Background: an optimization exercise with open tools, aiming at small area. Do not read the settings as production practice. The RTL was checked by simulation tests, not by an equivalence proof against the original design. Power figures rest on the tool's default switching activity, not on a simulated workload. No driver is modelled on the clock port, so clocking that relies on it looks cheaper here than on a real chip.

### flow/design.v
package mac_pkg;
    localparam logic [47:0] local_mac     = 48'h02_00_00_00_00_01;
    localparam logic [7:0]  preamble_byte = 8'h55;
    localparam logic [7:0]  sfd_byte      = 8'hD5;
    localparam logic [31:0] crc_poly_refl = 32'hEDB8_8320;
    localparam logic [31:0] crc_residue   = 32'hDEBB_20E3;
    localparam logic [31:0] crc_after_hdr = 32'h2336_3C1D;
endpackage
import mac_pkg::*;
module crc32_engine
(
    input  logic [31:0] crc,
    input  logic [7:0]  x,
    output logic [31:0] crc_next
);
    function automatic logic [31:0] crc_table(input logic [7:0] x);
        logic [31:0] c;
        c = {24'h0, x};
        for (int i = 0; i < 8; i++) begin
            c = c[0] ? ((c >> 1) ^ crc_poly_refl) : (c >> 1);
        end
        crc_table = c;
    endfunction
    assign crc_next = {8'h00, crc[31:8]} ^ crc_table(x);
endmodule
import mac_pkg::*;
module tx_framer
(
    input  logic         clk,
    input  logic         rst_n,
    input  logic [31:0]  tx_data,
    input  logic [6:0]   tx_len,
    input  logic         tx_req,
    output logic         tx_ack,
    output logic [7:0]   gmii_tx_d,
    output logic         gmii_tx_en,
    output logic [31:0]  tx_frame_count
);
    localparam logic [1:0] st_collect = 2'd0;
    localparam logic [1:0] st_pre     = 2'd1;    
    localparam logic [1:0] st_payload = 2'd2;
    localparam logic [1:0] st_tail    = 2'd3;    
    logic [1:0]  state;
    logic [5:0]  cnt;
    logic [3:0]  wcnt;           
    logic [5:0]  lenm1;
    logic [31:0] words [16];
    logic        shift;
    logic        take;
    logic [7:0]  pre_byte;
    logic [7:0]  pay_byte;
    logic [31:0] crc;
    logic [31:0] crc_next;
    logic [7:0]  crc_x;
    assign take  = state == st_collect && tx_req && !tx_ack;
    assign shift = take || (state == st_pre && wcnt != 4'd0) ||
                   (state == st_payload && cnt[1:0] == 2'd3);
    always_ff @(posedge clk) begin
        if (shift) begin
            for (int k = 0; k < 15; k++) words[k] <= words[k + 1];
            words[15] <= tx_data;
        end
    end
    always_comb begin
        case (cnt[4:0])
            5'd8:                     pre_byte = sfd_byte;
            5'd9,  5'd10, 5'd11,
            5'd12, 5'd13, 5'd14:      pre_byte = 8'hFF;
            5'd15:                    pre_byte = 8'h02;
            5'd16, 5'd17, 5'd18,
            5'd19, 5'd22:             pre_byte = 8'h00;
            5'd20:                    pre_byte = 8'h01;
            5'd21:                    pre_byte = 8'h08;
            default:                  pre_byte = preamble_byte;
        endcase
    end
    assign pay_byte = words[0][8 * cnt[1:0] +: 8];
    always_comb begin
        case (state)
            st_pre:     gmii_tx_d = pre_byte;
            st_payload: gmii_tx_d = pay_byte;
            default:    gmii_tx_d = ~crc[7:0];
        endcase
    end
    assign crc_x = (state == st_payload) ? (crc[7:0] ^ pay_byte) : 8'h00;
    crc32_engine u_crc (
        .crc      (crc),
        .x        (crc_x),
        .crc_next (crc_next)
    );
    always_ff @(posedge clk) begin
        crc <= state[1] ? crc_next : crc_after_hdr;
    end
    assign gmii_tx_en = (state == st_pre && cnt != 6'd0) || state == st_payload ||
                        (state == st_tail && cnt[5:2] == 4'd0);
    always_ff @(posedge clk) begin
        if (state == st_collect && !tx_req && tx_ack) begin
            lenm1 <= 6'(tx_len - 7'd1);
        end
    end
    always_ff @(posedge clk) begin
        if (state == st_collect || (state == st_pre && cnt == 6'd22) ||
            (state == st_payload && cnt == lenm1)) begin
            cnt <= '0;
        end else begin
            cnt <= cnt + 6'd1;
        end
    end
    always_ff @(posedge clk or negedge rst_n) begin
        if (!rst_n) begin
            state          <= st_collect;
            wcnt           <= '0;
            tx_ack         <= 1'b0;
            tx_frame_count <= '0;
        end else begin
            case (state)
                st_collect: begin
                    if (take) begin
                        tx_ack <= 1'b1;
                        wcnt   <= wcnt + 4'd1;
                    end else if (!tx_req && tx_ack) begin
                        tx_ack <= 1'b0;
                        if (wcnt == 4'((tx_len + 7'd3) >> 2)) begin    
                            state <= st_pre;
                        end
                    end
                end
                st_pre: begin
                    if (wcnt != 4'd0) begin
                        wcnt <= wcnt + 4'd1;
                    end
                    if (cnt == 6'd22) begin
                        state <= st_payload;
                    end
                end
                st_payload: begin
                    if (cnt == lenm1) begin
                        state <= st_tail;
                    end
                end
                default: begin
                    if (cnt == 6'd3) begin
                        tx_frame_count <= tx_frame_count + 32'd1;
                    end
                    if (cnt == 6'd14) begin
                        state <= st_collect;
                    end
                end
            endcase
        end
    end
endmodule
import mac_pkg::*;
module rx_parser
(
    input  logic        clk,
    input  logic        rst_n,
    input  logic [7:0]  gmii_rx_d,
    input  logic        gmii_rx_dv,
    input  logic        gmii_rx_er,
    output logic        store_wr_en,      
    output logic        store_start,      
    output logic [1:0]  store_lane,
    output logic        store_commit,
    output logic [6:0]  store_commit_len,
    input  logic        store_busy,
    output logic [31:0] rx_drop_count
);
    localparam logic [1:0] st_idle     = 2'd0;
    localparam logic [1:0] st_preamble = 2'd1;
    localparam logic [1:0] st_frame    = 2'd2;    
    localparam logic [1:0] st_skip     = 2'd3;    
    logic [1:0]  state;
    logic [6:0]  cnt;           
    logic        accept;        
    logic        err_seen;
    logic        is_local;      
    logic        is_bcast;      
    logic        store_abort;
    logic        in_body;
    logic [31:0] crc;
    logic [31:0] crc_next;
    logic        len_ok;
    logic        frame_good;
    logic [7:0]  local_byte;
    assign in_body    = cnt >= 7'd14;
    assign len_ok     = cnt >= 7'd19 && cnt <= 7'd82;
    assign frame_good = accept && !err_seen && (is_local || is_bcast) && len_ok &&
                        crc == crc_residue;
    assign store_wr_en      = state == st_frame && in_body && accept && gmii_rx_dv;
    assign store_start      = store_wr_en && cnt == 7'd14;
    assign store_lane       = 2'(cnt + 7'd2);
    assign store_commit_len = cnt - 7'd18;
    crc32_engine u_crc (
        .crc      (crc),
        .x        (crc[7:0] ^ gmii_rx_d),
        .crc_next (crc_next)
    );
    always_ff @(posedge clk) begin
        crc <= (state == st_frame) ? crc_next : '1;
    end
    always_comb begin
        case (cnt[2:0])
            3'd0:    local_byte = 8'h02;
            3'd5:    local_byte = 8'h01;
            default: local_byte = 8'h00;
        endcase
    end
    always_ff @(posedge clk) begin
        if (state == st_preamble) begin
            cnt      <= '0;
            accept   <= !store_busy;
            err_seen <= gmii_rx_er;
            is_local <= 1'b1;
            is_bcast <= 1'b1;
        end else if (state == st_frame && gmii_rx_dv) begin
            if (cnt != 7'h7F) begin
                cnt <= cnt + 7'd1;
            end
            err_seen <= err_seen | gmii_rx_er;
            if (cnt < 7'd6) begin
                is_local <= is_local && gmii_rx_d == local_byte;
                is_bcast <= is_bcast && gmii_rx_d == 8'hFF;
            end
        end
    end
    always_ff @(posedge clk or negedge rst_n) begin
        if (!rst_n) begin
            state         <= st_idle;
            store_commit  <= 1'b0;
            store_abort   <= 1'b0;
            rx_drop_count <= '0;
        end else begin
            store_commit <= 1'b0;
            store_abort  <= 1'b0;
            if (store_abort) begin
                rx_drop_count <= rx_drop_count + 32'd1;
            end
            case (state)
                st_idle: begin
                    if (gmii_rx_dv) begin
                        state <= (gmii_rx_d == preamble_byte) ? st_preamble : st_skip;
                    end
                end
                st_preamble: begin
                    if (!gmii_rx_dv) begin
                        state <= st_idle;
                    end else if (gmii_rx_d == sfd_byte) begin
                        state <= st_frame;
                    end else if (gmii_rx_d != preamble_byte) begin
                        state <= st_skip;
                    end
                end
                st_frame: begin
                    if (!gmii_rx_dv) begin
                        store_commit <= in_body && frame_good;
                        store_abort  <= !(in_body && frame_good);
                        state        <= st_idle;
                    end
                end
                default: begin
                    if (!gmii_rx_dv) begin
                        state <= st_idle;
                    end
                end
            endcase
        end
    end
endmodule
import mac_pkg::*;
module rx_frame_buffer
(
    input  logic         clk,
    input  logic         rst_n,
    input  logic         store_wr_en,
    input  logic         store_start,
    input  logic [1:0]   store_lane,
    input  logic [7:0]   store_wr_byte,
    input  logic         store_commit,
    input  logic [6:0]   store_commit_len,
    output logic         store_busy,
    output logic [31:0]  rx_data,
    output logic [6:0]   rx_len,
    output logic         rx_last,
    output logic         rx_req,
    input  logic         rx_ack
);
    localparam int ring_len = 17;
    logic [3:0][7:0] ring [ring_len];
    logic [3:0][7:0] tap [9];        
    logic [3:0][7:0] word;           
    logic [4:0]      next_pos;       
    logic [3:0]      words_left;     
    logic            busy;
    logic            advance;
    logic            load;
    logic [1:0]      last_lane;
    assign store_busy = busy;
    assign last_lane  = rx_len[1:0] - 2'd1;
    assign rx_last    = words_left == 4'd0;
    assign advance    = busy && !rx_req && !rx_ack && !rx_last;
    always_ff @(posedge clk) begin
        for (int p = 0; p < ring_len; p++) begin
            for (int j = 0; j < 4; j++) begin
                if (p == j && store_wr_en && store_lane == 2'(j)) begin
                    ring[p][j] <= store_wr_byte;
                end else begin
                    ring[p][j] <= ring[(p + ring_len - 1) % ring_len][j];
                end
            end
        end
    end
    always_ff @(posedge clk) begin
        if (store_start) begin
            next_pos <= 5'd0;
        end else if (store_commit || advance) begin
            next_pos <= (next_pos >= 5'd3) ? next_pos - 5'd3 : next_pos + 5'd14;
        end else begin
            next_pos <= (next_pos == 5'd16) ? 5'd0 : next_pos + 5'd1;
        end
    end
    for (genvar t = 0; t < 9; t++) begin : g_tap
        assign tap[t] = ring[2 * t];
    end
    assign load = !next_pos[0] && (!busy || !rx_req || rx_ack);
    always_ff @(posedge clk) begin
        if (load) begin
            word <= tap[next_pos[4:1]];
        end
    end
    always_comb begin
        rx_data = word;
        for (int b = 0; b < 4; b++) begin
            if (rx_last && 2'(b) > last_lane) begin
                rx_data[8 * b +: 8] = 8'h00;
            end
        end
    end
    always_ff @(posedge clk) begin
        if (store_commit) begin
            words_left <= 4'((store_commit_len - 7'd1) >> 2);
            rx_len     <= store_commit_len;
        end else if (advance) begin
            words_left <= words_left - 4'd1;
        end
    end
    always_ff @(posedge clk or negedge rst_n) begin
        if (!rst_n) begin
            busy   <= 1'b0;
            rx_req <= 1'b0;
        end else if (store_commit) begin
            busy   <= 1'b1;
            rx_req <= 1'b1;
        end else if (rx_req && rx_ack) begin
            rx_req <= 1'b0;
        end else if (busy && !rx_req && !rx_ack) begin
            if (rx_last) begin
                busy <= 1'b0;
            end else begin
                rx_req <= 1'b1;
            end
        end
    end
endmodule
import mac_pkg::*;
module ethernet_mac
(
    input  logic         clk,
    input  logic         rst_n,
    input  logic [31:0]  tx_data,
    input  logic [6:0]   tx_len,
    input  logic         tx_req,
    output logic         tx_ack,
    output logic [31:0]  rx_data,
    output logic [6:0]   rx_len,
    output logic         rx_last,
    output logic         rx_req,
    input  logic         rx_ack,
    output logic [7:0]   gmii_tx_d,
    output logic         gmii_tx_en,
    input  logic [7:0]   gmii_rx_d,
    input  logic         gmii_rx_dv,
    input  logic         gmii_rx_er,
    output logic [31:0]  tx_frame_count,
    output logic [31:0]  rx_drop_count
);
    logic         store_wr_en;
    logic         store_start;
    logic [1:0]   store_lane;
    logic         store_commit;
    logic [6:0]   store_commit_len;
    logic         store_busy;
    tx_framer u_tx_framer (
        .clk            (clk),
        .rst_n          (rst_n),
        .tx_data        (tx_data),
        .tx_len         (tx_len),
        .tx_req         (tx_req),
        .tx_ack         (tx_ack),
        .gmii_tx_d      (gmii_tx_d),
        .gmii_tx_en     (gmii_tx_en),
        .tx_frame_count (tx_frame_count)
    );
    rx_parser u_rx_parser (
        .clk              (clk),
        .rst_n            (rst_n),
        .gmii_rx_d        (gmii_rx_d),
        .gmii_rx_dv       (gmii_rx_dv),
        .gmii_rx_er       (gmii_rx_er),
        .store_wr_en      (store_wr_en),
        .store_start      (store_start),
        .store_lane       (store_lane),
        .store_commit     (store_commit),
        .store_commit_len (store_commit_len),
        .store_busy       (store_busy),
        .rx_drop_count    (rx_drop_count)
    );
    rx_frame_buffer u_rx_buffer (
        .clk              (clk),
        .rst_n            (rst_n),
        .store_wr_en      (store_wr_en),
        .store_start      (store_start),
        .store_lane       (store_lane),
        .store_wr_byte    (gmii_rx_d),
        .store_commit     (store_commit),
        .store_commit_len (store_commit_len),
        .store_busy       (store_busy),
        .rx_data          (rx_data),
        .rx_len           (rx_len),
        .rx_last          (rx_last),
        .rx_req           (rx_req),
        .rx_ack           (rx_ack)
    );
endmodule
### flow/flow/run.sh
#!/bin/bash
# Standard layout with two changes: ports buffered with the smallest buffer,
# and clock tree synthesis without dummy loads.
set -euo pipefail
bash standard.sh \
  "BUFFER_PORTS_ARGS=-buffer_cell sky130_fd_sc_hd__buf_1" \
  "CTS_ARGS=-sink_clustering_enable -repair_clock_nets -dont_use_dummy_load -buf_list sky130_fd_sc_hd__clkbuf_16 -sink_clustering_size 30 -sink_clustering_max_diameter 60" \
  finish > flow.log 2>&1
### flow/standard.sh
#!/bin/bash
# synth_recipe.tcl (not shown) runs the flow's synth.tcl, then flattens the netlist and writes it again
# the make line also repeats each setting of config.mk as NAME=value (left out here)
make -C /OpenROAD-flow-scripts/flow DESIGN_CONFIG=/design/flow/config.mk WORK_HOME=/design/flow/orfs CLKGATE_MAP_FILE= SYNTH_SCRIPT=/design/flow/synth_recipe.tcl "${@:-finish}"
### flow/config.mk
export PLATFORM = sky130hd
export DESIGN_NAME = ethernet_mac
export DESIGN_NICKNAME = ethernet_mac
export VERILOG_FILES = /design/flow/design.v
export SDC_FILE = /design/flow/constraint.sdc
export NUM_CORES = 4
export LEC_CHECK = 0
export CAP_MARGIN = 20
export CORE_MARGIN = 2
export CORE_UTILIZATION = 40
export CTS_BUF_LIST = sky130_fd_sc_hd__clkbuf_16
export CTS_CLUSTER_DIAMETER = 60
export CTS_CLUSTER_SIZE = 30
export SLEW_MARGIN = 20
### flow/constraint.sdc
create_clock -name core_clock -period 8.0 [get_ports {clk}]
set_input_delay 1.6000 -clock core_clock [delete_from_list [all_inputs] [get_ports {clk}]]
set_output_delay 1.6000 -clock core_clock [all_outputs]
set_load 0.01 [all_outputs]
==> metrics.cfg, run 1 <==
[run_status]
status=timing/DRC/antenna clean

[setup_path]
reg2regPathDepth=4
slowest_delay_ns=0.83
crit_family=buffers and inverters
start_kind=register
critical_path_required_ns=6.40
rrSetupSlack_ns=3.99
reg2reg_from=u_tx_framer.state[1]
cp_cell_sequence=inv_1, ha_1, inv_1, a221oi_1, a21oi_1, buf_1
worstReg2RegEnd=u_tx_framer.words[13][22]
crit_path_top_delay_cell=dfrtp_1
arrival_ns=3.26
path_class=register to output pin
end_kind=output pin
crit_path_frequent_cell=inv_1
critPathBufInv=3
crit_fanout=24

[layout]
nets=2652
fillCellCount=8372
regArea_um2=31500
multi_input_area_um2=7170
design_area_um2=43500
drive_gt1_frac=0.0741
area_growth_pct=11.0

[logic_synthesis]
synth_flop_cell=dfxtp_1
postSynthCellCount=2367
synth_cell_type_count=69
yosysWarnings=7
ys_seq_area_frac=0.805
async_reset_ff_frac=0.0604
syn_area_um2=39200
syn_avg_cell_area_um2=16.5
synth_edf_count=563
ys_ff_latch=1274
synth_nets=2453

[hold_path]
hp-class=register to register
min-delay-start=u_rx_buffer.ring[15][27]
whs_path_depth=0
hold_path_end=u_rx_buffer.ring[16][27]

[routing]
drc_errors=0
viasPerCell=4.80
drt_iter0_drc=1184
dr.pass1.iters=5
antenna_left=0
drt_wl_total_um=66400
wl_per_cell_um=17.3
via_count=18400

[floorplanning]
fp.dieH_um=317
row_count=114
fp.dieW_um=317
die-area_um2=100000
core-area_um2=96900
ios=168
start_util=0.404

[placed_design]
place_congestion=0.846
place_area_um2=41300
portBuffers=166
dp_hpwl_um=39400

[grt]
grt_usage=0.132
grt_pass1_vias=18800
antenna_found_initial=2
grt_max_degree=198
grt_pass1_wl_um=104000
grt_overflow_total=0

[clock_tree]
hold_buffers=0
cts-buffers-inserted=87
clk_latency_ns=0.68
cts_setup_buffers=0
cts.htree.levels=3
cts_tree=done
clockBufferDepth=3
path_clk_slew_ns=0.10
cts-resized-gates=0
clkSinkCount=1274
cts_root_buf=clkbuf_16

[sta]
layout_min_cycle_time_ns=4.86
hold_violations=0
tns_ns=0
setup-violations-final=0
holdWs_ns=0.295
slew_headroom=0.248
rsz0062_at_grt=false
skew_ns=0.0955
finalCritPeriodShare=0.608
worst_pin_slew_ns=1.13
drv_slew=0
fmax_mhz=206

[power]
swShare=0.285
vdd_drop_max_v=0.000440
cellPowerDensity_nw_per_um2=407
cellInternalPower_w=0.0126
p_clk_frac=0.218
p_sw_w=0.00503
combinationalPowerShare=0.220
sequentialPowerShare=0.562
p_leak_nw=15.8

[run]
drv_cap=0

stage by stage:
stage	std cells	util	power, W	worst slack, ns
after floorplan	2367	-	0.0130	2.14
after detailed placement	3752	0.426	0.0140	3.75
after global placement	3752	0.426	0.0138	3.70
final	3842	0.449	0.0177	3.14
after global routing	3840	0.449	0.0187	2.86
after CTS	3839	0.449	0.0179	3.04
metal layers:
| metal | vias up | share of wire | track usage |
|---|---|---|---|
| li1 | 8779 | - | - |
| met1 | 9111 | 0.47 | 0.185 |
| met2 | 432 | 0.45 | 0.205 |
| met3 | 110 | 0.055 | 0.0249 |
| met4 | 0 | 0.026 | 0.0508 |
| met5 | - | 0 | 0 |
layout make-up:
cell class / count / share of cell area
tap: 1276 / 0.0367
clock buffer: 87 / 0.0501
sequential: 1274 / 0.725
timing repair buffer: 186 / 0.0188
inverter: 46 / 0.00397
multi-input combinational: 971 / 0.165
antenna: 2 / 0.000115
registers in the layout (all words and copies together), names as in the netlist, 7 cells and up:
name,flops
u_rx_buffer.rx_len,7
u_rx_buffer.ring,544
u_tx_framer.words,512
u_rx_buffer.word,32
u_rx_parser.cnt,7
u_rx_parser.rx_drop_count,32
u_tx_framer.tx_frame_count,32
u_tx_framer.crc,32
u_rx_parser.crc,32
logic make-up (layout without fill, tap and decap cells):
family,after synthesis,in the layout,synth area share
adders and majority gates,33,33,0.0105
AOI/OAI and AO/OA,226,226,0.0418
muxes,47,47,0.0161
and+or+nand+nor,443,443,0.0573
DFF,1274,1274,0.805
xor gates and xnor gates,222,222,0.0560
other,0,2,0
buffers and inverters,122,319,0.0130
cells in the mapped netlist, types with 18 or more instances:
library cell	n	area [µm²]
dfrtp_1	77	1930
nand3_1	36	180
nor3_1	18	90.1
xnor2_1	127	1110
edfxtp_1	563	16900
nand4_1	55	344
a21oi_1	37	185
xor2_1	71	622
dfxtp_1	634	12700
a22oi_1	66	495
o21ai_0	22	110
nand2_1	138	518
nor2_1	75	282
a22o_1	33	289
clkbuf_1	56	210
mux2_2	36	405
nor2b_1	29	181
inv_1	44	165
and3_1	22	138
a221oi_1	37	324
ha_1	33	413
how the worst max path moves through the flow:
stage	start	endpoint	slack (ns)	depth (start not counted)
after floorplan	tx_req	u_tx_framer.words[0][0]	2.14	3
after CTS	u_tx_framer.state[1]	gmii_tx_d[3]	3.04	6
final	u_tx_framer.state[1]	gmii_tx_d[3]	3.14	6
after detailed placement	u_tx_framer.state[1]	gmii_tx_d[3]	3.75	6
after global placement	u_tx_framer.state[1]	gmii_tx_d[3]	3.70	6
after global routing	u_tx_framer.state[1]	gmii_tx_d[0]	2.86	6
cells in the final DEF, fill, tap and decap left out, types with 10 or more instances in the layout:
| cell | Yosys | routed |
|---|---|---|
| o21ai_0 | 22 | 22 |
| ha_1 | 33 | 33 |
| nor2_1 | 75 | 74 |
| nand2_1 | 138 | 138 |
| xnor2_2 | 10 | 10 |
| xnor2_1 | 127 | 127 |
| a22oi_1 | 66 | 66 |
| xor2_1 | 71 | 71 |
| nand4_1 | 55 | 55 |
| a21oi_1 | 37 | 37 |
| and2_1 | 17 | 10 |
| and3_1 | 22 | 22 |
| nor3_1 | 18 | 18 |
| clkbuf_16 | 0 | 87 |
| nand3_1 | 36 | 36 |
| dfrtp_1 | 77 | 77 |
| nor2b_1 | 29 | 28 |
| buf_4 | 8 | 16 |
| edfxtp_1 | 563 | 563 |
| mux2_2 | 36 | 36 |
| a221oi_1 | 37 | 37 |
| dfxtp_1 | 634 | 634 |
| inv_1 | 44 | 44 |
| buf_1 | 4 | 165 |
| nand2b_1 | 11 | 11 |
| a22o_1 | 33 | 32 |
worst register-to-register path: cells and delay by family (launching register included):
kind | cells | cell delay (ns)
AO/OA/AOI/OAI | 1 | 0.82
adder cells (fa/ha/maj) | 1 | 0.63
flip-flops | 1 | 0.66
buffers and inverters | 2 | 1.37
power groups by stage:
| stage | clock network (W) | logic (W) | registers [W] |
|---|---|---|---|
| final | 0.00385 | 0.00389 | 0.00993 |
| after detailed placement | 0 | 0.00392 | 0.0101 |
| after global routing | 0.00422 | 0.00431 | 0.0101 |
| after floorplan | 0 | 0.00298 | 0.0100 |
| after CTS | 0.00399 | 0.00395 | 0.00996 |
| after global placement | 0 | 0.00384 | 0.00999 |
==> run 2, diff against run 1 <==
==> flow/flow/run.sh (replaced) <==
#!/bin/bash
# Standard layout with two changes: ports buffered with the smallest buffer,
# and clock tree synthesis without dummy loads.
set -euo pipefail
bash standard.sh \
  "BUFFER_PORTS_ARGS=-buffer_cell sky130_fd_sc_hd__buf_1" \
  "CTS_ARGS=-sink_clustering_enable -repair_clock_nets -dont_use_dummy_load -buf_list sky130_fd_sc_hd__clkbuf_16 -sink_clustering_size 40 -sink_clustering_max_diameter 50" \
  finish > flow.log 2>&1
--- a/flow/config.mk
+++ b/flow/config.mk
@@ -7,8 +7,6 @@
 export LEC_CHECK = 0
 export CAP_MARGIN = 20
 export CORE_MARGIN = 2
-export CORE_UTILIZATION = 40
-export CTS_BUF_LIST = sky130_fd_sc_hd__clkbuf_16
-export CTS_CLUSTER_DIAMETER = 60
-export CTS_CLUSTER_SIZE = 30
+export CORE_UTILIZATION = 60
+export PLACE_DENSITY = 0.7
 export SLEW_MARGIN = 20
==> run 2 against run 1 <==
  * Fmax up 2.2%
  * Synthesized area unchanged
  * Sequential share of layout area increased by 1.1 points
  * Flip-flop and latch count is the same
  * Synthesized cell count stayed put
  * Die area decreased by 33%
  * Setup slack improved by 0.11 ns
==> metrics.cfg, run 2 <==
[run_status]
status=timing/DRC/antenna clean  ; unchanged

[layout]
final_common_cell=dfxtp_1  ; unchanged
largest_reg_flops=544  ; unchanged
fillCellCount=4475  ; was 8372
top_register=u_rx_buffer.ring  ; unchanged
nets=2641  ; was 2652
layout_common_cells=dfxtp_1, edfxtp_1, buf_1  ; unchanged
area_growth_pct=9.33  ; was 11.0%
drive_gt1_frac=0.0697  ; was 0.0741
top_regs=u_rx_buffer.ring x544, u_tx_framer.words x512  ; unchanged
design_area_um2=42800  ; was 43500 µm²
post-route-util=0.664  ; was 0.449

[grt]
met2_usage=0.285  ; was 0.205
grt_max_degree=205  ; was 198
grt_overflow_total=0  ; unchanged
grt_pass1_vias=18300  ; was 18800
top_usage_layer=met2  ; unchanged
antenna_found_initial=2  ; unchanged
grt_usage=0.185  ; was 0.132
use_met3=0.0365  ; was 0.0249
grt_use_met1=0.266  ; was 0.185
grt_pass1_wl_um=97600  ; was 104000 µm

[logic_synthesis]
synth_xor_area_frac=0.0560  ; unchanged
syn_area_um2=39200  ; unchanged
synth_flop_cell=dfxtp_1  ; unchanged
async_reset_ff_frac=0.0604  ; unchanged
synth_cell_type_count=69  ; unchanged
synth_common_cells=dfxtp_1, edfxtp_1, nand2_1  ; unchanged
postSynthCellCount=2367  ; unchanged
ys_seq_area_frac=0.805  ; unchanged
netlist.area_leader.share=0.432  ; unchanged
synthAdderAreaFrac=0.0105  ; unchanged
yosys.area.top_type=edfxtp_1  ; unchanged
ys_ff_latch=1274  ; unchanged
synth_simple_gate_area_frac=0.0573  ; unchanged
synthMuxAreaShare=0.0161  ; unchanged
ys_top_cells_by_area=edfxtp_1, dfxtp_1, dfrtp_1  ; unchanged
yosysWarnings=7  ; unchanged
synth_most_common_cell=dfxtp_1  ; unchanged
synth_edf_count=563  ; unchanged
syn_avg_cell_area_um2=16.5  ; unchanged
synth_compound_area_frac=0.0418  ; unchanged
synth_nets=2453  ; unchanged
synth_top_family_by_area=simple AND/OR/NAND/NOR gates  ; unchanged

[routing]
viasPerCell=5.37  ; was 4.80
drc_errors=0  ; unchanged
drt_iter0_drc=1437  ; was 1184
wl_per_cell_um=18.0  ; was 17.3 µm
via_count=18300  ; was 18400
drt_wl_total_um=61400  ; was 66400 µm
dr.pass1.iters=5  ; unchanged
antenna_left=0  ; unchanged

[sta]
finalCritPeriodShare=0.594  ; was 0.608
fin_ws_ns=3.25  ; was 3.14 ns
fmax_mhz=210  ; was 206 MHz
setup-violations-final=0  ; unchanged
layout_min_cycle_time_ns=4.75  ; was 4.86 ns
slew_headroom=0.211  ; was 0.248
skew_ns=0.0857  ; was 0.0955 ns
rsz0062_at_grt=false  ; unchanged
drv_slew=0  ; unchanged
hold_violations=0  ; unchanged
tns_ns=0  ; unchanged
worst_pin_slew_ns=1.18  ; was 1.13 ns
holdWs_ns=0.280  ; was 0.295 ns

[setup_path]
cp_cell_sequence=inv_1, ha_1, or3b_2, inv_1, and2_0, nor2b_1, buf_1  ; was inv_1, ha_1, inv_1, a221oi_1, a21oi_1, buf_1
end_kind=output pin  ; unchanged
crit_path_top_delay_cell=and2_0  ; was dfrtp_1
start_kind=register  ; unchanged
critical_path_required_ns=6.40  ; about the same
path_class=register to output pin  ; unchanged
crit_fanout=8  ; was 24
slowest_delay_ns=0.92  ; was 0.83 ns
arrival_ns=3.15  ; was 3.26 ns
rrSetupSlack_ns=4.10  ; was 3.99 ns
crit_path_frequent_cell=inv_1  ; unchanged

[clock_tree]
cts.htree.levels=3  ; unchanged
cts_setup_buffers=0  ; unchanged
path_clk_slew_ns=0.10  ; about the same
clockBufferDepth=3  ; unchanged
clk_latency_ns=0.65  ; was 0.68 ns
clkSinkCount=1274  ; unchanged
cts_tree=done  ; unchanged
cts-buffers-inserted=86  ; was 87
cts_root_buf=clkbuf_16  ; unchanged
hold_buffers=0  ; unchanged
cts-resized-gates=0  ; unchanged

[floorplanning]
row_count=93  ; was 114
die-area_um2=67300  ; was 100000 µm²
core-area_um2=64500  ; was 96900 µm²
fp.dieH_um=259  ; was 317 µm
fp.dieW_um=259  ; was 317 µm
ios=168  ; unchanged
start_util=0.607  ; was 0.404

[power]
sequentialPowerShare=0.567  ; was 0.562
cellInternalPower_w=0.0126  ; about the same
p_sw_w=0.00491  ; was 0.00503 W
swShare=0.280  ; was 0.285
combinationalPowerShare=0.216  ; was 0.220
vdd_drop_max_v=0.000478  ; was 0.000440 V
p_leak_nw=15.7  ; was 15.8 nW
cellPowerDensity_nw_per_um2=409  ; was 407 nW/µm²
p_clk_frac=0.216  ; was 0.218

[placed_design]
dp_slack_ns=3.84  ; was 3.75 ns
place_congestion=0.856  ; was 0.846
place_area_um2=40700  ; was 41300 µm²
dp_hpwl_um=35700  ; was 39400 µm
portBuffers=166  ; unchanged

[run]
drv_cap=0  ; unchanged

[hold_path]
hp-class=register to register  ; unchanged

==> run 2: cell type report <==
cell class / count / area, µm² / area share
Sequential cell: 1274 / 31500 / 0.736
Clock buffer: 86 / 2150 / 0.0503
Timing Repair Buffer: 176 / 727 / 0.0170
Antenna cell: 1 / 2.50 / 0.0000585
Multi-Input combinational cell: 971 / 7160 / 0.167
Tap cell: 855 / 1070 / 0.0250
Inverter: 46 / 173 / 0.00403
==> run 2: logic make-up after synthesis <==
logic type,after synthesis
adder cells (fa/ha/maj),33
buffers and inverters,122
AO/OA/AOI/OAI,226
flip-flops,1274
AND/OR/NAND/NOR,443
multiplexers,47
XOR/XNOR,222
==> run 2: final timing paths <==
path | start | endpoint | cells after the start
worst max-delay path | u_rx_buffer.words_left[0] | rx_data[22] | 7
worst min-delay path | u_rx_buffer.ring[11][6] | u_rx_buffer.ring[12][6] | 0
worst max register to register | u_tx_framer.state[1] | u_tx_framer.words[15][6] | 4
worst min register to register | u_rx_buffer.ring[11][6] | u_rx_buffer.ring[12][6] | 0
max in group asynchronous | rst_n | u_tx_framer.tx_frame_count[3] | 1
min in group asynchronous | rst_n | u_rx_parser.state[0] | 1
==> run 2: worst max-delay path, delay by kind of cell, from the launching register on <==
family | cells | cell delay [ns]
buffers and inverters | 3 | 0.40
adders and majority gates | 1 | 0.18
DFF | 1 | 0.41
and+or+nand+nor | 3 | 1.56
==> run 2: metrics by stage <==
stage / power [W] / std cells
global route: 0.0184 / 3408
global placement: 0.0137 / 3322
finish: 0.0175 / 3409
floorplan: 0.0130 / 2367
CTS: 0.0177 / 3408
detailed placement: 0.0139 / 3322
==> run 2: per-layer routing <==
layer,share of wire,vias up
li1,-,8752
met1,0.46,8984
met2,0.46,445
met3,0.054,118
met4,0.028,0
met5,0,-
==> run 2: power groups by stage <==
stage	registers, W	clock network, W	logic, W
floorplan	0.0100	0	0.00298
CTS	0.00997	0.00390	0.00384
detailed placement	0.0101	0	0.00383
global route	0.0101	0.00413	0.00419
finish	0.00994	0.00379	0.00379
global placement	0.00996	0	0.00374
==> run 3, diff against run 2 <==
==> flow/flow/run.sh (replaced) <==
#!/bin/bash
# Standard layout with three changes:
#  - technology mapping with an area-oriented abc script (flow/abc_map.script)
#    in place of ORFS's abc_speed.script; the rest of the synthesis is unchanged
#  - ports buffered with the smallest buffer
#  - clock tree synthesis without dummy loads, with larger sink clusters
set -euo pipefail
rm -rf scripts
cp -r "$FLOW_HOME/scripts" scripts
cp flow/abc_map.script scripts/abc_speed.script
bash standard.sh \
  "SCRIPTS_DIR=$PWD/scripts" \
  "BUFFER_PORTS_ARGS=-buffer_cell sky130_fd_sc_hd__buf_1" \
  "CTS_ARGS=-sink_clustering_enable -repair_clock_nets -dont_use_dummy_load -buf_list sky130_fd_sc_hd__clkbuf_16 -sink_clustering_size 30 -sink_clustering_max_diameter 60" \
  finish > flow.log 2>&1
==> flow/flow/abc_map.script (new file) <==
&get -n
&st
&dch
&nf -a
&st
&dch
&nf -a
&put
topo
==> run 3 against run 2 <==
  * Still clean
  * Clock power down 18%
  * Global-route usage decreased by 0.39 points
  * Sequential share of layout area rose by 1.8 points
  * Core utilization is 0.24 points lower
  * Flip-flop and latch count did not move
  * Clock skew down 0.023 ns
  * Critical path depth is 2 lower
  * Total power shrank 6.6%
  * Synthesized cell count down 3.4%
  * Design area down 2.3%
  * Critical path type unchanged
  * Largest cell class unchanged
==> metrics.cfg, run 3 <==
[run_status]
status=timing/DRC/antenna clean  ; unchanged

[hold_path]
min-delay-start=u_rx_buffer.ring[6][12]  ; was u_rx_buffer.ring[11][6]
hp-class=register to register  ; unchanged

[floorplanning]
die-area_um2=66100  ; was 67300 µm²
ios=168  ; unchanged
fp.dieH_um=257  ; was 259 µm
row_count=92  ; was 93
fp.dieW_um=257  ; was 259 µm
start_util=0.608  ; was 0.607
core-area_um2=63200  ; was 64500 µm²

[placed_design]
place_congestion=0.829  ; was 0.856
place_area_um2=40200  ; was 40700 µm²
dp_slack_ns=3.58  ; was 3.84 ns
dp_hpwl_um=35900  ; was 35700 µm
portBuffers=166  ; unchanged
dp.cells=3308  ; was 3322

[routing]
dr.pass1.iters=8  ; was 5
wl_per_cell_um=17.9  ; was 18.0 µm
drt_iter0_drc=1545  ; was 1437
drt_wl_total_um=60200  ; was 61400 µm
viasPerCell=5.41  ; was 5.37
via_count=18200  ; was 18300
drc_errors=0  ; unchanged
antenna_left=0  ; unchanged

[grt]
met2_usage=0.284  ; was 0.285
grt_use_met1=0.260  ; was 0.266
grt_pass1_vias=18000  ; was 18300
grt_overflow_total=0  ; unchanged
grt_usage=0.181  ; was 0.185
use_met3=0.0315  ; was 0.0365
top_usage_layer=met2  ; unchanged
antenna_found_initial=4  ; was 2
grt_pass1_wl_um=95600  ; was 97600 µm
grt_max_degree=231  ; was 205

[layout]
final_common_cell=dfxtp_1  ; unchanged
design_area_um2=41800  ; was 42800 µm²
drive_gt1_frac=0.0364  ; was 0.0697
top_regs=u_rx_buffer.ring x544, u_tx_framer.words x512  ; unchanged
nets=2613  ; was 2641
area_growth_pct=8.84  ; was 9.33%
top_register=u_rx_buffer.ring  ; unchanged
layout_common_cells=dfxtp_1, edfxtp_1, buf_1  ; unchanged
largest_reg_flops=544  ; unchanged
final_cells=3373  ; was 3409
fillCellCount=4336  ; was 4475

[sta]
hold_violations=0  ; unchanged
rsz0062_at_grt=false  ; unchanged
fin_ws_ns=3.10  ; was 3.25 ns
finalCritPeriodShare=0.613  ; was 0.594
worst_pin_slew_ns=1.04  ; was 1.18 ns
holdWs_ns=0.304  ; was 0.280 ns
layout_min_cycle_time_ns=4.90  ; was 4.75 ns
fmax_mhz=204  ; was 210 MHz
setup-violations-final=0  ; unchanged
tns_ns=0  ; unchanged
skew_ns=0.0626  ; was 0.0857 ns
slew_headroom=0.300  ; was 0.211
drv_slew=0  ; unchanged

[clock_tree]
clockBufferDepth=3  ; unchanged
path_clk_slew_ns=0.10  ; about the same
cts_root_buf=clkbuf_16  ; unchanged
cts_setup_buffers=0  ; unchanged
clk_latency_ns=0.67  ; was 0.65 ns
cts-buffers-inserted=60  ; was 86
cts.htree.levels=2  ; was 3
clkSinkCount=1274  ; unchanged
hold_buffers=0  ; unchanged
cts_tree=done  ; unchanged
cts-resized-gates=0  ; unchanged

[setup_path]
end_kind=output pin  ; unchanged
cp_cell_sequence=clkinv_1, ha_1, clkinv_1, a22oi_1, buf_1  ; was inv_1, ha_1, or3b_2, inv_1, and2_0, nor2b_1, buf_1
crit_path_top_delay_cell=dfrtp_1  ; was and2_0
arrival_ns=3.30  ; was 3.15 ns
worstSetupStartpoint=u_tx_framer.state[1]  ; was u_rx_buffer.words_left[0]
path_class=register to output pin  ; unchanged
crit_path_frequent_cell=clkinv_1  ; was inv_1
crit_fanout=23  ; was 8
reg2reg_from=u_tx_framer.state[1]  ; unchanged
slowest_delay_ns=0.78  ; was 0.92 ns
critical_path_required_ns=6.40  ; about the same
start_kind=register  ; unchanged

[power]
cellPowerDensity_nw_per_um2=392  ; was 409 nW/µm²
vdd_drop_max_v=0.000331  ; was 0.000478 V
p_leak_nw=15.0  ; was 15.7 nW

[logic_synthesis]
synth_edf_count=563  ; unchanged
yosys.area.top_type=edfxtp_1  ; unchanged
synth_simple_gate_area_frac=0.0471  ; was 0.0573
ys_top_cells_by_area=edfxtp_1, dfxtp_1, dfrtp_1  ; unchanged
synthMuxAreaShare=0.0152  ; was 0.0161
synthAdderAreaFrac=0.0107  ; was 0.0105
yosysWarnings=7  ; unchanged
synth_common_cells=dfxtp_1, edfxtp_1, nand2_1  ; unchanged
netlist.area_leader.share=0.440  ; was 0.432
syn_avg_cell_area_um2=16.8  ; was 16.5 µm²
postSynthCellCount=2287  ; was 2367
synth_top_family_by_area=compound AO/OA/AOI/OAI gates  ; was simple AND/OR/NAND/NOR gates
synth_xor_area_frac=0.0387  ; was 0.0560
ys_seq_area_frac=0.821  ; was 0.805
syn_area_um2=38400  ; was 39200 µm²
ys_ff_latch=1274  ; unchanged
async_reset_ff_frac=0.0604  ; unchanged
synth_most_common_cell=dfxtp_1  ; unchanged
synth_nets=2373  ; was 2453
synth_flop_cell=dfxtp_1  ; unchanged
synth_cell_type_count=53  ; was 69
synth_compound_area_frac=0.0612  ; was 0.0418

[run]
drv_cap=0  ; unchanged

-- run 3: worst paths after layout --
path                                                       end  slack (ns)  cells past startpoint
min in group asynchronous       u_tx_framer.tx_frame_count[26]        1.00                      2
worst max-delay path                              gmii_tx_d[7]        3.10                      5
worst min-delay path                   u_rx_buffer.ring[7][12]        0.30                      0
worst max register to register             u_tx_framer.crc[20]        4.09                      7
max in group asynchronous        u_rx_parser.rx_drop_count[13]        6.41                      3
worst min register to register         u_rx_buffer.ring[7][12]        0.30                      0
-- run 3: kinds of logic after synthesis --
group | after synthesis
compound gates | 344
xor+xnor | 168
fa+ha+maj | 33
buf+inv | 58
flops | 1274
mux | 44
simple gates | 366
-- run 3: final cells by class --
cell class / count / area, µm² / share of cell area
Antenna cell: 2 / 5.00 / 0.000120
Sequential cell: 1274 / 31500 / 0.754
Tap cell: 846 / 1060 / 0.0253
Clock buffer: 60 / 1500 / 0.0359
Inverter: 50 / 188 / 0.00449
Multi-Input combinational cell: 955 / 6670 / 0.160
Timing Repair Buffer: 186 / 862 / 0.0206
-- run 3: through the flow --
step	total power [W]	utilization
2_1_floorplan	0.0126	-
3_3_place_gp	0.0132	0.636
3_5_place_dp	0.0134	0.636
4_1_cts	0.0165	0.660
5_1_grt	0.0173	0.662
6_report	0.0164	0.662
-- run 3: metal layers --
metal / wire length, µm / up-vias / share of wire
met2: 27700 / 424 / 0.46
met1: 27400 / 8882 / 0.45
met4: 1710 / 0 / 0.028
met5: 0 / - / 0
li1: - / 8820 / -
met3: 3470 / 109 / 0.058
-- run 3: worst max-delay path, delay by kind of cell (launching register included) --
family	cells	cell delay (ns)
flip-flops	1	0.78
buffers and inverters	3	1.07
AO/OA/AOI/OAI	1	0.37
adder cells (fa/ha/maj)	1	0.48
-- run 3: power breakdown --
part	switching [W]	total, W	internal (W)
Sequential	0.000591	0.00996	0.00936
Combinational	0.00230	0.00332	0.00102
Clock	0.00177	0.00310	0.00133
Total	0.00466	0.0164	0.0117
==> run 4, diff against run 3 <==
--- a/flow/flow/run.sh
+++ b/flow/flow/run.sh
@@ -11,5 +11,5 @@
 bash standard.sh \
   "SCRIPTS_DIR=$PWD/scripts" \
   "BUFFER_PORTS_ARGS=-buffer_cell sky130_fd_sc_hd__buf_1" \
-  "CTS_ARGS=-sink_clustering_enable -repair_clock_nets -dont_use_dummy_load -buf_list sky130_fd_sc_hd__clkbuf_16 -sink_clustering_size 30 -sink_clustering_max_diameter 60" \
+  "CTS_ARGS=-sink_clustering_enable -repair_clock_nets -dont_use_dummy_load -buf_list sky130_fd_sc_hd__clkbuf_16 -sink_clustering_size 38 -sink_clustering_max_diameter 80" \
   finish > flow.log 2>&1
==> run 4 against run 3 <==
  * Register-to-register slack worse by 0.04 ns
  * Critical path depth unchanged
  * Sequential power about the same
  * Highest routed layer unchanged
  * Clock power down 13%
  * Non-clock buffer count down 1
  * Wire length down 0.78%
  * Critical path type unchanged
  * First-iteration DRC count up 5.8%
  * Flip-flop and latch count unchanged
  * Hold slack about the same
==> metrics.cfg, run 4 <==
[floorplanning]
row_count=92  ; unchanged
die-area_um2=66100  ; unchanged
fp.dieW_um=257  ; unchanged
start_util=0.608  ; unchanged
fp.dieH_um=257  ; unchanged
ios=168  ; unchanged
core-area_um2=63200  ; unchanged

[layout]
top_regs=u_rx_buffer.ring x544, u_tx_framer.words x512  ; unchanged
final_common_cell=dfxtp_1  ; unchanged
final_cells=3354  ; was 3373
largest_reg_flops=544  ; unchanged
num_antenna_cells=0  ; was 2
layout_common_cells=dfxtp_1, edfxtp_1, buf_1  ; unchanged
drive_gt1_frac=0.0299  ; was 0.0364
post-route-util=0.655  ; was 0.662
top_register=u_rx_buffer.ring  ; unchanged
nets=2596  ; was 2613
area_growth_pct=7.72  ; was 8.84%

[sta]
setup-violations-final=0  ; unchanged
hold_violations=0  ; unchanged
worst_pin_slew_ns=1.06  ; was 1.04 ns
slew_headroom=0.289  ; was 0.300
fin_ws_ns=3.08  ; was 3.10 ns
layout_min_cycle_time_ns=4.92  ; was 4.90 ns
rsz0062_at_grt=false  ; unchanged
drv_slew=0  ; unchanged
finalCritPeriodShare=0.615  ; was 0.613
skew_ns=0.0796  ; was 0.0626 ns
tns_ns=0  ; unchanged
fmax_mhz=203  ; was 204 MHz

[hold_path]
whs_path_depth=0  ; unchanged
hp-class=register to register  ; unchanged

[placed_design]
dp_slack_ns=3.58  ; unchanged
place_congestion=0.829  ; unchanged
dp_hpwl_um=35900  ; unchanged
portBuffers=166  ; unchanged
dp.cells=3308  ; unchanged

[clock_tree]
cts-resized-gates=0  ; unchanged
path_clk_slew_ns=0.12  ; was 0.10 ns
clk_latency_ns=0.64  ; was 0.67 ns
cts_root_buf=clkbuf_16  ; unchanged
cts.htree.levels=2  ; unchanged
cts-buffers-inserted=44  ; was 60
cts_setup_buffers=0  ; unchanged
hold_buffers=0  ; unchanged
cts_tree=done  ; unchanged
clockBufferDepth=3  ; unchanged
clkSinkCount=1274  ; unchanged

[routing]
drc_errors=0  ; unchanged
drt_iter0_drc=1635  ; was 1545
drt_wl_total_um=59800  ; was 60200 µm
viasPerCell=5.42  ; was 5.41
wl_per_cell_um=17.8  ; was 17.9 µm
antenna_left=0  ; unchanged
dr.pass1.iters=5  ; was 8
via_count=18200  ; about the same

[grt]
antenna_found_initial=4  ; unchanged
grt_use_met1=0.262  ; was 0.260
met2_usage=0.281  ; was 0.284
grt_usage=0.179  ; was 0.181
use_met3=0.0239  ; was 0.0315
grt_overflow_total=0  ; unchanged
grt_max_degree=231  ; unchanged
grt_pass1_wl_um=94800  ; was 95600 µm
top_usage_layer=met2  ; unchanged
grt_pass1_vias=17800  ; was 18000

[power]
p_leak_nw=14.8  ; was 15.0 nW
vdd_drop_max_v=0.000298  ; was 0.000331 V
cellPowerDensity_nw_per_um2=386  ; was 392 nW/µm²

[setup_path]
reg2regPathDepth=7  ; unchanged
slowest_delay_ns=0.78  ; about the same
path_depth=5  ; unchanged
start_kind=register  ; unchanged
cp_cell_sequence=clkinv_1, ha_1, clkinv_1, a22oi_1, buf_1  ; unchanged
critPathBufInv=3  ; unchanged
crit_family=buffers and inverters  ; unchanged
path_class=register to output pin  ; unchanged
arrival_ns=3.32  ; was 3.30 ns
crit_path_top_delay_cell=dfrtp_1  ; unchanged
critical_path_required_ns=6.40  ; about the same
crit_path_frequent_cell=clkinv_1  ; unchanged
crit_fanout=23  ; unchanged
end_kind=output pin  ; unchanged

[run]
drv_cap=0  ; unchanged

[logic_synthesis]
synth_flop_cell=dfxtp_1  ; unchanged
synth_common_cells=dfxtp_1, edfxtp_1, nand2_1  ; unchanged
synth_most_common_cell=dfxtp_1  ; unchanged
synth_nets=2373  ; unchanged
synth_compound_area_frac=0.0612  ; unchanged
async_reset_ff_frac=0.0604  ; unchanged
ys_seq_area_frac=0.821  ; unchanged
syn_area_um2=38400  ; unchanged
yosys.area.top_type=edfxtp_1  ; unchanged
syn_avg_cell_area_um2=16.8  ; unchanged
synth_edf_count=563  ; unchanged
synth_simple_gate_area_frac=0.0471  ; unchanged
netlist.area_leader.share=0.440  ; unchanged
synthAdderAreaFrac=0.0107  ; unchanged
postSynthCellCount=2287  ; unchanged
ys_top_cells_by_area=edfxtp_1, dfxtp_1, dfrtp_1  ; unchanged
synth_cell_type_count=53  ; unchanged
ys_ff_latch=1274  ; unchanged
synthMuxAreaShare=0.0152  ; unchanged
yosysWarnings=7  ; unchanged
synth_xor_area_frac=0.0387  ; unchanged
synth_top_family_by_area=compound AO/OA/AOI/OAI gates  ; unchanged

[run_status]
status=timing/DRC/antenna clean  ; unchanged

==> run 4: cell type report <==
class                      instances  area [µm²]
clock buffer                      44        1100
fill                            4405       21800
inverter                          50         188
multi-input combinational        955        6670
sequential                      1274       31500
tap                              846        1060
timing repair buffer             185         838
==> run 4: final timing paths <==
path                                             start                            end  slack (ns)
worst max register to register    u_tx_framer.state[1]            u_tx_framer.crc[20]        4.05
worst min-delay path            u_rx_buffer.ring[3][9]         u_rx_buffer.ring[4][9]        0.30
min in group asynchronous                        rst_n             u_tx_framer.tx_ack        1.14
max in group asynchronous                        rst_n  u_rx_parser.rx_drop_count[18]        6.32
worst min register to register  u_rx_buffer.ring[3][9]         u_rx_buffer.ring[4][9]        0.30
worst max-delay path              u_tx_framer.state[1]                   gmii_tx_d[1]        3.08
==> run 4: metrics by stage <==
stage	instance area (µm²)	total power [W]	hold slack [ns]
after floorplan	38400	0.0126	0.310
after global placement	40200	0.0132	0.310
after detailed placement	40200	0.0134	0.312
after CTS	41300	0.0161	0.306
after global routing	41400	0.0168	0.307
final	41400	0.0160	0.304
==> run 4: per-layer routing <==
metal,part of all wire,vias up
li1,-,8783
met1,0.47,8879
met2,0.46,413
met3,0.048,96
met4,0.027,0
met5,0,-
==> run 4: kinds of logic after synthesis <==
| logic type | count (synthesis) |
|---|---|
| AO/OA/AOI/OAI | 344 |
| XOR/XNOR | 168 |
| AND/OR/NAND/NOR | 366 |
| flip-flops | 1274 |
| buffers and inverters | 58 |
| multiplexers | 44 |
| adder cells (fa/ha/maj) | 33 |
==> run 4: power by group <==
part | switching, W | internal [W] | total (W)
clock | 0.00170 | 0.00100 | 0.00270
sequential | 0.000585 | 0.00936 | 0.00994
combinational | 0.00231 | 0.00101 | 0.00333
==> run 5, diff against run 4 <==
--- a/flow/flow/run.sh
+++ b/flow/flow/run.sh
@@ -11,5 +11,5 @@
 bash standard.sh \
   "SCRIPTS_DIR=$PWD/scripts" \
   "BUFFER_PORTS_ARGS=-buffer_cell sky130_fd_sc_hd__buf_1" \
-  "CTS_ARGS=-sink_clustering_enable -repair_clock_nets -dont_use_dummy_load -buf_list sky130_fd_sc_hd__clkbuf_16 -sink_clustering_size 38 -sink_clustering_max_diameter 80" \
+  "CTS_ARGS=-sink_clustering_enable -repair_clock_nets -dont_use_dummy_load -buf_list sky130_fd_sc_hd__clkbuf_8 -sink_clustering_buffer sky130_fd_sc_hd__clkbuf_16 -sink_clustering_size 30 -sink_clustering_max_diameter 75" \
   finish > flow.log 2>&1
==> run 5 against run 4 <==
  * First-iteration DRC count is 1.6% lower
  * Highest routed layer unchanged
  * Hold slack worse by 0.058 ns
  * Sequential share of layout area is 0.33 points lower
  * Largest power group unchanged
  * Combinational power hardly changed
  * Wire length is 0.21% higher
  * Global-route usage is 0.099 points higher
==> metrics.cfg, run 5 <==
[logic_synthesis]
synth_nets=2373  ; unchanged
ys_ff_latch=1274  ; unchanged
postSynthCellCount=2287  ; unchanged
netlist.area_leader.share=0.440  ; unchanged
ys_top_cells_by_area=edfxtp_1, dfxtp_1, dfrtp_1  ; unchanged
async_reset_ff_frac=0.0604  ; unchanged
synth_common_cells=dfxtp_1, edfxtp_1, nand2_1  ; unchanged
ys_seq_area_frac=0.821  ; unchanged
yosys.area.top_type=edfxtp_1  ; unchanged
synth_edf_count=563  ; unchanged
synth_cell_type_count=53  ; unchanged
syn_area_um2=38400  ; unchanged
syn_avg_cell_area_um2=16.8  ; unchanged
yosysWarnings=7  ; unchanged
synth_most_common_cell=dfxtp_1  ; unchanged
synth_flop_cell=dfxtp_1  ; unchanged

[placed_design]
dp_hpwl_um=35900  ; unchanged
portBuffers=166  ; unchanged
place_congestion=0.829  ; unchanged
dp_slack_ns=3.58  ; unchanged

[setup_path]
path_depth=5  ; unchanged
cp_cell_sequence=clkinv_1, ha_1, clkinv_1, a22oi_1, buf_1  ; unchanged
arrival_ns=3.43  ; was 3.32 ns
crit_path_frequent_cell=clkinv_1  ; unchanged
crit_path_top_delay_cell=dfrtp_1  ; unchanged
crit_fanout=23  ; unchanged
path_class=register to output pin  ; unchanged
end_kind=output pin  ; unchanged
slowest_delay_ns=0.78  ; about the same
critical_path_required_ns=6.40  ; about the same
start_kind=register  ; unchanged
crit_family=buffers and inverters  ; unchanged
critPathBufInv=3  ; unchanged
reg2regPathDepth=7  ; unchanged

[floorplanning]
fp.dieW_um=257  ; unchanged
core-area_um2=63200  ; unchanged
fp.dieH_um=257  ; unchanged
ios=168  ; unchanged
start_util=0.608  ; unchanged
row_count=92  ; unchanged
die-area_um2=66100  ; unchanged

[power]
cellPowerDensity_nw_per_um2=387  ; was 386 nW/µm²
p_leak_nw=14.8  ; about the same
swShare=0.287  ; was 0.288
p_sw_w=0.00462  ; was 0.00460 W
p_clk_frac=0.175  ; was 0.169
cellInternalPower_w=0.0115  ; was 0.0114 W
combinationalPowerShare=0.207  ; was 0.208
vdd_drop_max_v=0.000356  ; was 0.000298 V
sequentialPowerShare=0.618  ; was 0.622

[grt]
grt_overflow_total=0  ; unchanged
grt_pass1_wl_um=95400  ; was 94800 µm
grt_usage=0.180  ; was 0.179
grt_max_degree=231  ; unchanged
grt_pass1_vias=18000  ; was 17800
antenna_found_initial=6  ; was 4

[sta]
fin_ws_ns=2.97  ; was 3.08 ns
worst_pin_slew_ns=1.03  ; was 1.06 ns
skew_ns=0.143  ; was 0.0796 ns
finalCritPeriodShare=0.629  ; was 0.615
hold_violations=0  ; unchanged
slew_headroom=0.307  ; was 0.289
rsz0062_at_grt=false  ; unchanged
drv_slew=0  ; unchanged
fmax_mhz=199  ; was 203 MHz
layout_min_cycle_time_ns=5.03  ; was 4.92 ns
setup-violations-final=0  ; unchanged
tns_ns=0  ; unchanged

[clock_tree]
cts_setup_buffers=0  ; unchanged
hold_buffers=0  ; unchanged
cts_tree=done  ; unchanged
clkSinkCount=1274  ; unchanged
cts-resized-gates=0  ; unchanged
path_clk_slew_ns=0.11  ; was 0.12 ns
cts-buffers-inserted=52  ; was 44
cts_root_buf=clkbuf_8  ; was clkbuf_16
cts.htree.levels=2  ; unchanged
clockBufferDepth=3  ; unchanged
clk_latency_ns=0.80  ; was 0.64 ns

[layout]
top_register=u_rx_buffer.ring  ; unchanged
multi_input_area_um2=6670  ; unchanged
area_growth_pct=8.18  ; was 7.72%
layout_common_cells=dfxtp_1, edfxtp_1, buf_1  ; unchanged
drive_gt1_frac=0.0334  ; was 0.0299
fillCellCount=4374  ; was 4405
post-route-util=0.658  ; was 0.655
largest_reg_flops=544  ; unchanged
regArea_um2=31500  ; unchanged
top_regs=u_rx_buffer.ring x544, u_tx_framer.words x512  ; unchanged
nets=2605  ; was 2596
final_common_cell=dfxtp_1  ; unchanged

[routing]
antenna_left=0  ; unchanged
drc_errors=0  ; unchanged
wl_per_cell_um=17.8  ; about the same
viasPerCell=5.44  ; was 5.42
dr.pass1.iters=8  ; was 5
drt_iter0_drc=1609  ; was 1635
drt_wl_total_um=59900  ; was 59800 µm
via_count=18300  ; was 18200

[hold_path]
hp-class=register to register  ; unchanged
whs_path_depth=0  ; unchanged

[run_status]
status=timing/DRC/antenna clean  ; unchanged

[run]
drv_cap=0  ; unchanged

[run 5: stage by stage]
step | cell area, µm² | power [W] | cells | hold slack (ns)
floorplan | 38400 | 0.0126 | 2287 | 0.310
global placement | 40200 | 0.0132 | 3308 | 0.310
detailed placement | 40200 | 0.0134 | 3308 | 0.312
CTS | 41500 | 0.0162 | 3360 | 0.254
global route | 41600 | 0.0170 | 3366 | 0.255
finish | 41600 | 0.0161 | 3367 | 0.246
[run 5: worst reg2reg max path, delay by kind of cell, from the launching register on]
kind,cells,cell delay (ns)
and+or+nand+nor,1,0.38
AOI/OAI and AO/OA,2,0.26
DFF,1,0.78
xor gates and xnor gates,3,1.63
adders and majority gates,1,0.74
[run 5: final cells by class]
cell class,count,area share
Multi-Input combinational cell,955,0.161
Timing Repair Buffer,186,0.0207
Clock buffer,52,0.0300
Antenna cell,4,0.000241
Sequential cell,1274,0.759
Tap cell,846,0.0255
Inverter,50,0.00452
[run 5: metal layers]
metal / vias up / part of all wire / global-route usage
li1: 8804 / - / -
met1: 9000 / 0.47 / 0.265
met2: 408 / 0.46 / 0.286
met3: 96 / 0.047 / 0.0246
met4: 0 / 0.023 / 0.0496
met5: - / 0 / 0
[run 5: logic make-up (layout without fill, tap and decap cells)]
| logic type | after synthesis | in the layout | share of synthesized area |
|---|---|---|---|
| compound gates | 344 | 344 | 0.0612 |
| buf+inv | 58 | 288 | 0.00645 |
| other cells | 0 | 4 | 0 |
| mux | 44 | 44 | 0.0152 |
| fa+ha+maj | 33 | 33 | 0.0107 |
| xor+xnor | 168 | 168 | 0.0387 |
| simple gates | 366 | 366 | 0.0471 |
| flops | 1274 | 1274 | 0.821 |
[run 5: power groups by stage]
stage | clock (W) | combinational, W | sequential, W
final | 0.00282 | 0.00333 | 0.00995
after global routing | 0.00315 | 0.00371 | 0.0101
after CTS | 0.00293 | 0.00331 | 0.00999
after detailed placement | 0 | 0.00329 | 0.0101
after global placement | 0 | 0.00321 | 0.0100
after floorplan | 0 | 0.00237 | 0.0102
[run 5: final timing paths]
kind                                         from                        endpoint  slack [ns]
setup / recovery             u_tx_framer.state[1]                    gmii_tx_d[1]        2.97
hold / removal             u_rx_buffer.ring[3][9]          u_rx_buffer.ring[4][9]        0.25
setup reg to reg             u_tx_framer.state[1]             u_tx_framer.crc[20]        4.05
hold reg to reg            u_rx_buffer.ring[3][9]          u_rx_buffer.ring[4][9]        0.25
max in group asynchronous                   rst_n   u_rx_parser.rx_drop_count[14]        6.49
min in group asynchronous                   rst_n  u_tx_framer.tx_frame_count[23]        0.90
==> run 6, diff against run 5 <==
--- a/flow/flow/run.sh
+++ b/flow/flow/run.sh
@@ -11,5 +11,5 @@
 bash standard.sh \
   "SCRIPTS_DIR=$PWD/scripts" \
   "BUFFER_PORTS_ARGS=-buffer_cell sky130_fd_sc_hd__buf_1" \
-  "CTS_ARGS=-sink_clustering_enable -repair_clock_nets -dont_use_dummy_load -buf_list sky130_fd_sc_hd__clkbuf_8 -sink_clustering_buffer sky130_fd_sc_hd__clkbuf_16 -sink_clustering_size 30 -sink_clustering_max_diameter 75" \
+  "CTS_ARGS=-sink_clustering_enable -repair_clock_nets -dont_use_dummy_load -buf_list sky130_fd_sc_hd__clkbuf_16 -sink_clustering_size 30 -sink_clustering_max_diameter 75" \
   finish > flow.log 2>&1
==> flow/flow/abc_map.script (replaced) <==
&get -n
&st
&dc2
&dch
&nf -a -R 1000
&st
&dc2
&dch
&nf -a -R 1000
&put
topo
==> run 6 against run 5 <==
  * Still clean
  * Clock skew fell by 0.041 ns
  * Total power fell by 2.5%
  * Sequential share of layout area rose by 0.39 points
==> metrics.cfg, run 6 <==
[run_status]
status=timing/DRC/antenna clean  ; unchanged

[logic_synthesis]
ys_seq_area_frac=0.825  ; was 0.821
synthAdderAreaFrac=0.0108  ; was 0.0107
synth_common_cells=dfxtp_1, edfxtp_1, a21oi_1  ; was dfxtp_1, edfxtp_1, nand2_1
syn_area_um2=38200  ; was 38400 µm²
postSynthCellCount=2247  ; was 2287
synth_xor_area_frac=0.0351  ; was 0.0387
ys_ff_latch=1274  ; unchanged
async_reset_ff_frac=0.0604  ; unchanged
syn_avg_cell_area_um2=17.0  ; was 16.8 µm²
synth_nets=2333  ; was 2373
netlist.area_leader.share=0.442  ; was 0.440
synth_top_family_by_area=compound AO/OA/AOI/OAI gates  ; unchanged
synth_edf_count=563  ; unchanged
synth_compound_area_frac=0.0637  ; was 0.0612
ys_top_cells_by_area=edfxtp_1, dfxtp_1, dfrtp_1  ; unchanged
yosysWarnings=7  ; unchanged
synthMuxAreaShare=0.0153  ; was 0.0152
synth_flop_cell=dfxtp_1  ; unchanged
synth_cell_type_count=46  ; was 53
synth_most_common_cell=dfxtp_1  ; unchanged
synth_simple_gate_area_frac=0.0435  ; was 0.0471
yosys.area.top_type=edfxtp_1  ; unchanged

[sta]
layout_min_cycle_time_ns=4.91  ; was 5.03 ns
tns_ns=0  ; unchanged
drv_slew=0  ; unchanged
setup-violations-final=0  ; unchanged
skew_ns=0.102  ; was 0.143 ns
hold_violations=0  ; unchanged
holdWs_ns=0.287  ; was 0.246 ns
fmax_mhz=204  ; was 199 MHz
slew_headroom=0.245  ; was 0.307
finalCritPeriodShare=0.614  ; was 0.629
rsz0062_at_grt=false  ; unchanged
worst_pin_slew_ns=1.13  ; was 1.03 ns

[clock_tree]
cts_root_buf=clkbuf_16  ; was clkbuf_8
path_clk_slew_ns=0.10  ; was 0.11 ns
clockBufferDepth=3  ; unchanged
cts_setup_buffers=0  ; unchanged
cts_tree=done  ; unchanged
clkSinkCount=1274  ; unchanged
cts-resized-gates=0  ; unchanged
cts.htree.levels=2  ; unchanged
hold_buffers=0  ; unchanged
cts-buffers-inserted=52  ; unchanged
clk_latency_ns=0.67  ; was 0.80 ns

[layout]
top_register=u_rx_buffer.ring  ; unchanged
layout_common_cells=dfxtp_1, edfxtp_1, buf_1  ; unchanged
area_growth_pct=8.23  ; was 8.18%
largest_reg_flops=544  ; unchanged
drive_gt1_frac=0.0331  ; was 0.0334
top_regs=u_rx_buffer.ring x544, u_tx_framer.words x512  ; unchanged
final_common_cell=dfxtp_1  ; unchanged
fillCellCount=4392  ; was 4374
nets=2562  ; was 2605

[setup_path]
critical_path_required_ns=6.40  ; about the same
start_kind=register  ; unchanged
end_kind=output pin  ; unchanged
rrSetupSlack_ns=4.13  ; was 4.05 ns
reg2regPathDepth=5  ; was 7
path_class=register to output pin  ; unchanged
crit_fanout=24  ; was 23
arrival_ns=3.31  ; was 3.43 ns
reg2reg_from=u_tx_framer.state[1]  ; unchanged
worstReg2RegEnd=u_tx_framer.words[14][27]  ; was u_tx_framer.crc[20]

[power]
swShare=0.282  ; was 0.287
p_leak_nw=15.0  ; was 14.8 nW
cellInternalPower_w=0.0113  ; was 0.0115 W
p_sw_w=0.00442  ; was 0.00462 W
combinationalPowerShare=0.186  ; was 0.207
sequentialPowerShare=0.630  ; was 0.618
p_clk_frac=0.185  ; was 0.175
vdd_drop_max_v=0.000381  ; was 0.000356 V
cellPowerDensity_nw_per_um2=379  ; was 387 nW/µm²

[hold_path]
hp-class=register to register  ; unchanged
whs_path_depth=0  ; unchanged
min-delay-start=u_rx_buffer.ring[1][9]  ; was u_rx_buffer.ring[3][9]
hold_path_end=u_rx_buffer.ring[2][9]  ; was u_rx_buffer.ring[4][9]

[floorplanning]
die-area_um2=65700  ; was 66100 µm²
fp.dieW_um=256  ; was 257 µm
ios=168  ; unchanged
fp.dieH_um=256  ; was 257 µm
core-area_um2=63000  ; was 63200 µm²
start_util=0.607  ; was 0.608
row_count=92  ; unchanged

[routing]
wl_per_cell_um=18.0  ; was 17.8 µm
drc_errors=0  ; unchanged
viasPerCell=5.44  ; about the same
antenna_left=0  ; unchanged
via_count=18100  ; was 18300
drt_iter0_drc=1472  ; was 1609
dr.pass1.iters=7  ; was 8
drt_wl_total_um=59700  ; was 59900 µm

[run]
drv_cap=0  ; unchanged

[grt]
grt_usage=0.181  ; was 0.180
grt_overflow_total=0  ; unchanged
antenna_found_initial=2  ; was 6
grt_pass1_wl_um=94700  ; was 95400 µm
grt_max_degree=177  ; was 231
grt_pass1_vias=17700  ; was 18000

[placed_design]
dp_hpwl_um=35800  ; was 35900 µm
portBuffers=166  ; unchanged
place_congestion=0.830  ; was 0.829

-- run 6: cell count changes after synthesis, sizes merged, moves of 18 or more --
| cell | before | now |
|---|---|---|
| a221o | 2 | 32 |
| a221oi | 28 | 0 |
| a22o | 21 | 0 |
| a22oi | 16 | 72 |
| nand2 | 107 | 71 |
| nand3 | 30 | 52 |
| nor2 | 73 | 55 |
-- run 6: cell type report --
class                   instances  area [µm²]  area share
flip-flops and latches       1274       31500       0.762
multi-input cells             915        6470       0.156
clock buffers                  52        1300      0.0315
well taps                     846        1060      0.0256
repair buffers                183         800      0.0193
inverters                      50         188     0.00454
diodes                          3        7.51    0.000182
-- run 6: cell families after synthesis --
group                    Yosys count
adder cells (fa/ha/maj)           33
AND/OR/NAND/NOR                  322
XOR/XNOR                         153
multiplexers                      44
AO/OA/AOI/OAI                    363
flip-flops                      1274
buffers and inverters             58
-- run 6: worst max path at each step --
stage                          from                      end  slack [ns]  cells past startpoint
3_3_place_gp           gmii_rx_d[0]      u_rx_parser.crc[19]        3.56                      7
5_1_grt        u_tx_framer.state[1]             gmii_tx_d[3]        2.80                      6
2_1_floorplan                tx_req  u_tx_framer.words[0][0]        2.28                      2
3_5_place_dp           gmii_rx_d[0]      u_rx_parser.crc[22]        3.52                      7
6_report       u_tx_framer.state[1]             gmii_tx_d[7]        3.09                      5
4_1_cts        u_tx_framer.state[1]             gmii_tx_d[7]        3.01                      5
-- run 6: per-stage QoR --
step | instances | cell area (µm²) | setup WS [ns] | util | power [W]
4_1_cts | 3319 | 41300 | 3.01 | 0.656 | 0.0158
5_1_grt | 3320 | 41300 | 2.80 | 0.657 | 0.0165
3_3_place_gp | 3267 | 40000 | 3.56 | 0.636 | 0.0128
2_1_floorplan | 2247 | 38200 | 2.28 | - | 0.0121
3_5_place_dp | 3267 | 40000 | 3.52 | 0.636 | 0.0130
6_report | 3323 | 41400 | 3.09 | 0.657 | 0.0157
-- run 6: power by group through the flow --
stage               registers (W)  logic (W)  clock network, W
detailed placement         0.0101    0.00294                 0
floorplan                  0.0101    0.00204                 0
CTS                       0.00991    0.00295           0.00300
finish                    0.00988    0.00291           0.00290
global route               0.0101    0.00324           0.00322
global placement          0.00993    0.00287                 0
-- run 6: layer usage --
metal / GRT usage / share of wire / up-vias
li1: - / - / 8684
met3: 0.0265 / 0.052 / 96
met4: 0.0560 / 0.027 / 0
met2: 0.283 / 0.46 / 416
met5: 0 / 0 / -
met1: 0.267 / 0.46 / 8868
-- run 6: critical path: stages (launching register included) --
cell	delay, ns
dfrtp_1	0.79
clkinv_1	0.60
ha_1	0.49
clkinv_1	0.32
a22oi_1	0.36
buf_1	0.19

[static timing again, ports no longer ideal]
Ports are ideal in the flow. The routed layouts listed here were re-timed in OpenROAD.
Step 1 assumes that a clkbuf_16 drives the clock port and a buf_2 every other input.
Step 2 moves the port delays by t, midway between the first and last clock arrival at a register: inputs arrive t later, outputs are due t later. That takes back most of the time a late clock gives input paths.
Slacks: no drivers / after step 1 / after step 2; pairs: no drivers / after step 1.
run | t (ns) | slack for setup (ns) | worst data-port slew with drivers (ns) | cell pins on the clock port's net
run 1 | 0.691 | 3.139 / 3.079 / 3.770 | 0.09 | 1
run 2 | 0.673 | 3.245 / 3.183 / 3.856 | 0.07 | 1
run 3 | 0.695 | 3.096 / 3.030 / 3.573 | 0.05 | 1
run 4 | 0.662 | 3.077 / 3.011 / 3.596 | 0.05 | 1
run 5 | 0.781 | 2.966 / 2.913 / 3.519 | 0.05 | 1
run 6 | 0.684 | 3.088 / 3.021 / 3.464 | 0.05 | 1
After both steps every run listed still meets setup and hold.
